From an optimization exercise on the open Yosys and OpenROAD flow, aimed at small area and few clock cycles; shortcuts taken in it are not production practice.
Function was checked by simulation only, so behaviour that the tests miss may differ from the original.

==> inputs of wip/fjord <==
==> flow/design.v <==
package efp_pkg;
   localparam int FRAME_BYTES = 32;
   localparam int POS_RPM     = 13;
   localparam int POS_SENSOR  = 19;
   localparam int NUM_SENSORS = 5;
   localparam int CNT_W       = 6;
   localparam int RPM_X10_W = 20;
   localparam int SCALE_W   = 16;
   localparam int RPM_W     = 28;
   localparam logic [15:0] CRC_INIT = 16'hFFFF;
   localparam logic [15:0] CRC_POLY = 16'hA001;
   localparam logic [7:0]         SENSOR_KEEP = 8'hFF;
   localparam logic [SCALE_W-1:0] SCALE_RESET = 16'd256;
   localparam logic [1:0] STATUS_OK      = 2'd0;
   localparam logic [1:0] STATUS_CRC_ERR = 2'd1;
   localparam logic [1:0] STATUS_LEN_ERR = 2'd2;
   typedef struct packed {
      logic [7:0] rx_byte;
      logic       frame_end;
   } req_item_type;
   typedef struct packed {
      logic [1:0]       frame_status;
      logic [RPM_W-1:0] rpm_value;
      logic [15:0]      voltage_tenths;
      logic [15:0]      current_tenths;
      logic [7:0]       fet_temperature;
      logic [7:0]       bec_temperature;
      logic [7:0]       motor_temperature;
      logic [7:0]       bec_voltage;
      logic [7:0]       bec_current;
   } rsp_item_type;
   typedef struct packed {
      logic                             len_ok;
      logic                             crc_ok;
      logic [RPM_W-1:0]                 rpm_value;
      logic [15:0]                      voltage;
      logic [15:0]                      current;
      logic [NUM_SENSORS-1:0][7:0]      sensor;
   } frame_info_type;
endpackage
import efp_pkg::*;
module efp_capture (
   input  logic                    clock,
   input  logic                    reset,
   input  logic                    step,
   input  efp_pkg::req_item_type   item,
   input  logic [SCALE_W-1:0]      scale,
   output efp_pkg::frame_info_type info
);
   localparam logic [CNT_W-1:0] CNT_LAST    = CNT_W'(FRAME_BYTES - 1);
   localparam logic [CNT_W-1:0] CNT_RPM_LO  = CNT_W'(POS_RPM);
   localparam logic [CNT_W-1:0] CNT_RPM_HI  = CNT_W'(POS_RPM + 1);
   localparam logic [CNT_W-1:0] CNT_FLD_LO  = CNT_W'(POS_RPM + 2);
   localparam logic [CNT_W-1:0] CNT_FLD_HI  = CNT_W'(POS_SENSOR + NUM_SENSORS - 1);
   localparam logic [CNT_W-1:0] CNT_MUL_HI  = CNT_W'(FRAME_BYTES - 2);
   localparam int               CHAIN       = 4 + NUM_SENSORS;
   logic [CNT_W-1:0]      byte_count_ff;
   logic                  over;
   logic [15:0]           crc_ff, crc_new;
   logic [RPM_X10_W-1:0]  prod_hi_ff;
   logic [15:0]           mul_lo_ff;
   logic [RPM_X10_W-1:0]  scale_x10;
   logic [RPM_X10_W:0]    prod_sum;
   logic [CHAIN-1:0][7:0] field_ff;
   logic                  at_rpm_lo, at_rpm_hi, in_mul, in_fld;
   function automatic [15:0] crc16_update(input [15:0] crc, input [7:0] data);
      logic [15:0] c;
      c = crc ^ {8'h00, data};
      for (int i = 0; i < 8; i++) begin
         c = c[0] ? ((c >> 1) ^ CRC_POLY) : (c >> 1);
      end
      crc16_update = c;
   endfunction
   assign over      = byte_count_ff[CNT_W-1];
   assign at_rpm_lo = (byte_count_ff == CNT_RPM_LO);
   assign at_rpm_hi = (byte_count_ff == CNT_RPM_HI);
   assign in_mul    = (byte_count_ff >= CNT_FLD_LO) && (byte_count_ff <= CNT_MUL_HI);
   assign in_fld    = (byte_count_ff >= CNT_FLD_LO) && (byte_count_ff <= CNT_FLD_HI);
   assign crc_new = crc16_update(crc_ff, item.rx_byte);
   always_ff @(posedge clock) begin
      if (reset) begin
         byte_count_ff <= '0;
         crc_ff        <= CRC_INIT;
      end else if (step) begin
         if (item.frame_end) begin
            byte_count_ff <= '0;
            crc_ff        <= CRC_INIT;
         end else begin
            if (!over) byte_count_ff <= byte_count_ff + 1'b1;
            crc_ff <= crc_new;
         end
      end
   end
   assign scale_x10 = RPM_X10_W'({scale, 3'b000}) + RPM_X10_W'({scale, 1'b0});
   assign prod_sum  = {1'b0, prod_hi_ff} + (mul_lo_ff[0] ? {1'b0, scale_x10} : '0);
   always_ff @(posedge clock) begin
      if (step) begin
         if (at_rpm_lo) begin
            mul_lo_ff[7:0] <= item.rx_byte;
         end
         if (at_rpm_hi) begin
            mul_lo_ff[15:8] <= item.rx_byte;
            prod_hi_ff      <= '0;
         end
         if (in_mul) begin
            prod_hi_ff <= prod_sum[RPM_X10_W:1];
            mul_lo_ff  <= {prod_sum[0], mul_lo_ff[15:1]};
         end
         if (in_fld) begin
            field_ff <= {item.rx_byte, field_ff[CHAIN-1:1]};
         end
      end
   end
   always_comb begin
      info.len_ok    = (byte_count_ff == CNT_LAST);
      info.crc_ok    = (crc_new == 16'h0000);
      info.rpm_value = {prod_hi_ff, mul_lo_ff[15:8]};
      info.voltage   = {field_ff[1], field_ff[0]};
      info.current   = {field_ff[3], field_ff[2]};
      for (int i = 0; i < NUM_SENSORS; i++) begin
         info.sensor[i] = field_ff[4 + i];
      end
   end
endmodule
import efp_pkg::*;
module efp_result (
   input  logic                    clock,
   input  logic                    reset,
   input  logic                    csr_wr_en,
   input  logic [15:0]             csr_wr_data,
   input  logic                    end_step,
   input  efp_pkg::frame_info_type info,
   input  logic                    rsp_ready,
   output logic                    rsp_valid,
   output efp_pkg::rsp_item_type   rsp_item,
   output logic [SCALE_W-1:0]      scale
);
   logic [SCALE_W-1:0]          scale_ff;
   logic [1:0]                  status_ff, status_in;
   logic                        rsp_valid_ff;
   logic [RPM_W-1:0]            last_rpm_ff;
   logic [15:0]                 last_volt_ff;
   logic [15:0]                 last_curr_ff;
   logic [NUM_SENSORS-1:0][7:0] held_ff;
   logic                        frame_ok;
   always_ff @(posedge clock) begin
      if (reset) begin
         scale_ff <= SCALE_RESET;
      end else if (csr_wr_en) begin
         scale_ff <= csr_wr_data;
      end
   end
   assign scale = scale_ff;
   always_comb begin
      if (!info.len_ok) begin
         status_in = STATUS_LEN_ERR;
      end else if (!info.crc_ok) begin
         status_in = STATUS_CRC_ERR;
      end else begin
         status_in = STATUS_OK;
      end
   end
   assign frame_ok = info.len_ok && info.crc_ok;
   always_ff @(posedge clock) begin
      if (reset) begin
         rsp_valid_ff <= 1'b0;
         last_rpm_ff  <= '0;
         last_volt_ff <= '0;
         last_curr_ff <= '0;
         held_ff      <= '0;
      end else begin
         if (end_step) begin
            rsp_valid_ff <= 1'b1;
         end else if (rsp_ready) begin
            rsp_valid_ff <= 1'b0;
         end
         if (end_step && frame_ok) begin
            last_rpm_ff  <= info.rpm_value;
            last_volt_ff <= info.voltage;
            last_curr_ff <= info.current;
            for (int i = 0; i < NUM_SENSORS; i++) begin
               if (info.sensor[i] != SENSOR_KEEP) begin
                  held_ff[i] <= info.sensor[i];
               end
            end
         end
      end
   end
   always_ff @(posedge clock) begin
      if (end_step) begin
         status_ff <= status_in;
      end
   end
   assign rsp_valid = rsp_valid_ff;
   always_comb begin
      rsp_item.frame_status      = status_ff;
      rsp_item.rpm_value         = last_rpm_ff;
      rsp_item.voltage_tenths    = last_volt_ff;
      rsp_item.current_tenths    = last_curr_ff;
      rsp_item.fet_temperature   = held_ff[0];
      rsp_item.bec_temperature   = held_ff[1];
      rsp_item.motor_temperature = held_ff[2];
      rsp_item.bec_voltage       = held_ff[3];
      rsp_item.bec_current       = held_ff[4];
   end
endmodule
import efp_pkg::*;
module esc_telemetry_frame_parser_core (
   input  logic                  clock,
   input  logic                  reset,
   input  logic                  req_valid,
   output logic                  req_ready,
   input  efp_pkg::req_item_type req_item,
   output logic                  rsp_valid,
   input  logic                  rsp_ready,
   output efp_pkg::rsp_item_type rsp_item,
   input  logic                  csr_wr_en,
   input  logic [15:0]           csr_wr_data
);
   logic                    accept;
   logic [SCALE_W-1:0]      scale;
   efp_pkg::frame_info_type info;
   assign req_ready = !rsp_valid || rsp_ready;
   assign accept    = req_valid && req_ready;
   efp_capture u_capture (
      .clock (clock),
      .reset (reset),
      .step  (accept),
      .item  (req_item),
      .scale (scale),
      .info  (info)
   );
   efp_result u_result (
      .clock       (clock),
      .reset       (reset),
      .csr_wr_en   (csr_wr_en),
      .csr_wr_data (csr_wr_data),
      .end_step    (accept && req_item.frame_end),
      .info        (info),
      .rsp_ready   (rsp_ready),
      .rsp_valid   (rsp_valid),
      .rsp_item    (rsp_item),
      .scale       (scale)
   );
endmodule
import efp_pkg::*;
module esc_telemetry_frame_parser (
   input  logic        clock,
   input  logic        reset,
   input  logic        req_valid,
   output logic        req_ready,
   input  logic [7:0]  req_rx_byte,
   input  logic        req_frame_end,
   output logic        rsp_valid,
   input  logic        rsp_ready,
   output logic [1:0]  rsp_frame_status,
   output logic [27:0] rsp_rpm_value,
   output logic [15:0] rsp_voltage_tenths,
   output logic [15:0] rsp_current_tenths,
   output logic [7:0]  rsp_fet_temperature,
   output logic [7:0]  rsp_bec_temperature,
   output logic [7:0]  rsp_motor_temperature,
   output logic [7:0]  rsp_bec_voltage,
   output logic [7:0]  rsp_bec_current,
   input  logic        csr_wr_en,
   input  logic [15:0] csr_wr_data
);
   efp_pkg::req_item_type req_item;
   efp_pkg::rsp_item_type rsp_item;
   assign req_item.rx_byte   = req_rx_byte;
   assign req_item.frame_end = req_frame_end;
   esc_telemetry_frame_parser_core u_core (
      .clock       (clock),
      .reset       (reset),
      .req_valid   (req_valid),
      .req_ready   (req_ready),
      .req_item    (req_item),
      .rsp_valid   (rsp_valid),
      .rsp_ready   (rsp_ready),
      .rsp_item    (rsp_item),
      .csr_wr_en   (csr_wr_en),
      .csr_wr_data (csr_wr_data)
   );
   assign rsp_frame_status      = rsp_item.frame_status;
   assign rsp_rpm_value         = rsp_item.rpm_value;
   assign rsp_voltage_tenths    = rsp_item.voltage_tenths;
   assign rsp_current_tenths    = rsp_item.current_tenths;
   assign rsp_fet_temperature   = rsp_item.fet_temperature;
   assign rsp_bec_temperature   = rsp_item.bec_temperature;
   assign rsp_motor_temperature = rsp_item.motor_temperature;
   assign rsp_bec_voltage       = rsp_item.bec_voltage;
   assign rsp_bec_current       = rsp_item.bec_current;
endmodule
==> flow/run.sh <==
#!/bin/bash
# synth_recipe.tcl (not shown) runs the flow's synth.tcl, then flattens the netlist and writes it again
# the make line also repeats each setting of config.mk as NAME=value (left out here)
make -C /OpenROAD-flow-scripts/flow DESIGN_CONFIG=/design/flow/config.mk WORK_HOME=/design/flow/orfs CLKGATE_MAP_FILE= SYNTH_SCRIPT=/design/flow/synth_recipe.tcl finish
==> flow/config.mk <==
export PLATFORM = sky130hd
export DESIGN_NAME = esc_telemetry_frame_parser
export DESIGN_NICKNAME = esc_telemetry_frame_parser
export VERILOG_FILES = /design/flow/design.v
export SDC_FILE = /design/flow/constraint.sdc
export NUM_CORES = 4
export LEC_CHECK = 0
export CAP_MARGIN = 20
export CORE_MARGIN = 2
export CORE_UTILIZATION = 40
export SLEW_MARGIN = 20
==> flow/constraint.sdc <==
create_clock -name core_clock -period 8.0 [get_ports {clock}]
set_input_delay 1.6000 -clock core_clock [delete_from_list [all_inputs] [get_ports {clock}]]
set_output_delay 1.6000 -clock core_clock [all_outputs]
set_load 0.01 [all_outputs]
==> inputs of wip/ember, as changes to wip/fjord <==
CORE_UTILIZATION = 70   (was 40)
CTS_BUF_LIST = sky130_fd_sc_hd__clkbuf_2 sky130_fd_sc_hd__clkbuf_4 sky130_fd_sc_hd__clkbuf_8   (was unset)
==> results.toml <==
[run_status]
run_status = "complete, no violations"

[place]
routabilityCongestion = 0.936
placed_cells_incl_taps = 1302

[power_and_ir_drop]
combinationalPowerShare_pct = 9.5
power_switching_w = 0.000651

[finish]
nNonClkBuffers = 139
multi_input_area_share_pct = 32.7

[sta]
post-route-period-util_pct = 70.3

[drt]
viasPerCell = 5.94
Source of the figures above: wip/ember

==> results.toml <==
[sta]
post-route-period-util_pct = 70.4
achievable-frequency_mhz = 178

[power_and_ir_drop]
combinationalPowerShare_pct = 8.5
power.density_nw_per_um2 = 223

[cts]
cts.sinks = 249

[setup_path]
crit_top_cell = "sky130_fd_sc_hd__xnor2_1"
critical-path-max-stage-delay_ns = 0.90
cp.depth = 15

[finish]
nClkBuffers = 32
nNonClkBuffers = 140

[synth]
sequential_area_share_after_synthesis_pct = 57.4

[place]
routabilityCongestion = 0.837
placed_cells_incl_taps = 1454

[run_status]
run_status = "complete, no violations"

[drt]
viasPerCell = 5.05
Source of the figures above: wip/fjord

Testbench counts of wip/fjord, summed over its fixed seeds: cycles 16,682.
Testbench counts of wip/ember, summed over its fixed seeds: cycles 16,682.

==> static timing again, ports no longer ideal <==
No port has a modelled driver above. Below, the same layouts with a new extraction and two added sets of constraints. Step 1 sets driving cells, clkbuf_16 on the clock port and buf_2 on the other inputs (assumed; they add their load-dependent delay and slew). Step 2 adds t to the input delays and takes it off the output delays; t is the mean of the earliest and latest rising clock arrival at the registers after step 1. Input paths then give back, and output paths get back, about the clock's delay inside the block. a / b / c = no drivers / after step 1 / after step 2; a / b = the first two.
run	t, ns	setup WS [ns]	worst data-port slew with drivers (ns)
wip/fjord	0.575	2.371 / 2.397 / 1.821	0.04
wip/ember	0.575	2.374 / 2.385 / 1.809	0.04
After both steps setup and hold are still met in every run listed. The setup slack of wip/ember, which loses most, moves by +0.011 ns with the drivers and by -0.565 ns with both steps.
